This design comes from an exercise in tuning for small area on the open sky130 flow, not from production work.
Only simulation tests tie the RTL to the original design; equivalence was not proved.
Power figures rest on the tool's default switching activity, not on a simulated workload.

==> inputs of v20 <==
Design pe_dot_accum_4xpack, start of the top module:
module pe_dot_accum_4xpack #(
    parameter int DOT_SIZE          = 8,
    parameter int MULT_OUTPUT_WIDTH = 9,
    parameter int MULT_LATENCY      = 3,
    parameter int ACCUM_WIDTH       = 12
) (
    input  logic                                                   clock,
    input  logic                                                   reset,
    input  logic                                                   i_valid,
    input  logic                                                   i_first,
    input  logic                                                   i_last,
    input  logic [1:0][1:0][DOT_SIZE-1:0][MULT_OUTPUT_WIDTH-1:0] i_mult_output,
    input  logic                                                   i_ready,
    output logic                                                   o_valid,
    output logic [1:0][1:0][ACCUM_WIDTH-1:0]                       o_result,
    output logic                                                   o_overflow
);
Settings: LEC_CHECK=0, CAP_MARGIN=20, CORE_MARGIN=2, CORE_UTILIZATION=40, SLEW_MARGIN=20, SYNTH_HIERARCHICAL=1, SYNTH_MINIMUM_KEEP_SIZE=0; clock period 4.5 ns.
standard.sh (not shown) runs the stock make flow with config.mk's settings and CLKGATE_MAP_FILE= SYNTH_SCRIPT=/design/flow/synth_recipe.tcl, a recipe that flattens the netlist after the stock synthesis.
==> flow/flow/run.sh <==
#!/bin/bash
# Standard layout with our own port buffers (flow/pre_gpl.tcl) and a leaner clock tree.
set -euo pipefail
bash standard.sh DONT_BUFFER_PORTS=1 \
  PRE_GLOBAL_PLACE_TCL="$PWD/flow/pre_gpl.tcl" POST_GLOBAL_PLACE_TCL="$PWD/flow/post_gpl.tcl" \
  CTS_ARGS="-sink_clustering_enable -repair_clock_nets -root_buf sky130_fd_sc_hd__clkbuf_16 -sink_clustering_buffer sky130_fd_sc_hd__clkbuf_8 -buf_list sky130_fd_sc_hd__clkbuf_8 -dont_use_dummy_load" \
  finish > standard_flow.log 2>&1
==> flow/flow/post_gpl.tcl <==
unset_dont_touch [get_cells {input* output*}]
==> flow/flow/pre_gpl.tcl <==
# Port buffers before global placement: the smallest buffer, or a stronger one on inputs
# that fan out widely. They are marked dont_touch so that the timing-driven placement's
# remove_buffers keeps them, and released again after global placement (post_gpl.tcl).
remove_buffers
buffer_ports -inputs -outputs -buffer_cell sky130_fd_sc_hd__buf_1
foreach inst [get_cells input*] {
  set out [get_pins -of_objects $inst -filter "direction == output"]
  set loads [get_pins -of_objects [get_nets -of_objects $out] -filter "direction == input"]
  if {[llength $loads] >= 6} {
    replace_cell $inst sky130_fd_sc_hd__buf_2
  }
}
set_dont_touch [get_cells {input* output*}]
==> v38 (differences from v20) <==
==> flow/flow/run.sh (replaced) <==
#!/bin/bash
# Standard layout, with the smallest buffer as the port buffer and a leaner clock tree.
set -euo pipefail
bash standard.sh BUFFER_PORTS_ARGS="-buffer_cell sky130_fd_sc_hd__buf_1" \
  CTS_ARGS="-sink_clustering_enable -repair_clock_nets -root_buf sky130_fd_sc_hd__clkbuf_16 -sink_clustering_buffer sky130_fd_sc_hd__clkbuf_8 -buf_list sky130_fd_sc_hd__clkbuf_8 -dont_use_dummy_load" \
  RECOVER_POWER=100 finish > standard_flow.log 2>&1
removed: flow/flow/post_gpl.tcl
removed: flow/flow/pre_gpl.tcl
==> comparison <==
Of v20 and v38, v38 has the higher non-clock buffer count (gap 36).
In wire length, v20 and v38 hardly differ.
Sequential cell count is the same in v38 and v20.
In critical path depth, v20 and v38 do not differ.
v38 finished with capacitance limit, slew limit left. v20 produced a clean layout.
In v20 the register-to-register slack is higher than in v38, by 0.02 ns.
In sequential power, v20 and v38 hardly differ.
Between v20 and v38, the lower cell area is in v20 (gap 1.6%, measured against v38).
==> figures <==
	v38	v20
Sequential share of cell area	27.0%	27.4%
CP max FO	6	9
Result of the run	failed layout checks	finished clean
Violated checks	capacitance limit, slew limit	-
DR top layer	met4	met5
GRT Overall Usage	14.7%	14.4%
End point of the critical path	g_lane[2].r_d[9]$_DFF_P_	g_lane[0].r_d[9]$_DFF_P_
Switching Fraction	38.0%	38.1%
Via density per instance	4.43	4.45
Post-Route M1 WL	12700 um	12600 um
Reg-to-reg critical path endpoint	r_acc[38]$_DFFE_PP_	r_acc[12]$_DFFE_PP_
Placed Cells incl. Taps	1938	1902
Final Non-Filler Cells	1956	1920
Peak clock frequency supported by timing	0.236 GHz	0.250 GHz
Fin nets	2080	2044
Headroom to the max-slew limit	-11.5%	32.9%

-- port drivers added, routing unchanged --
No port has a modelled driver above. Below, the same layouts with a new extraction and two added sets of constraints. Step 1: set_driving_cell puts a clkbuf_16 on clock and a buf_2 on each other input, an assumption about the parent block. Step 2 moves the port delays by t, midway between the first and last clock arrival at a register: inputs arrive t later, outputs are due t later. That takes back most of the time a late clock gives input paths. Slacks: no drivers / after step 1 / after step 2; pairs: no drivers / after step 1.
run | t, ns | setup WS [ns] | worst hold slack (ns) | worst slew at a driven data input, ns | cell pins on the clock port's net
v20 | 0.430 | 0.504 / 0.528 / 0.098 | 0.333 / 0.333 / 0.333 | 0.08 | 1
v38 | 0.428 | 0.265 / 0.283 / -0.145 | 0.325 / 0.325 / 0.325 | 0.07 | 1
The setup slack of v38, which loses most, moves by +0.018 ns with the drivers and by -0.410 ns with both steps.
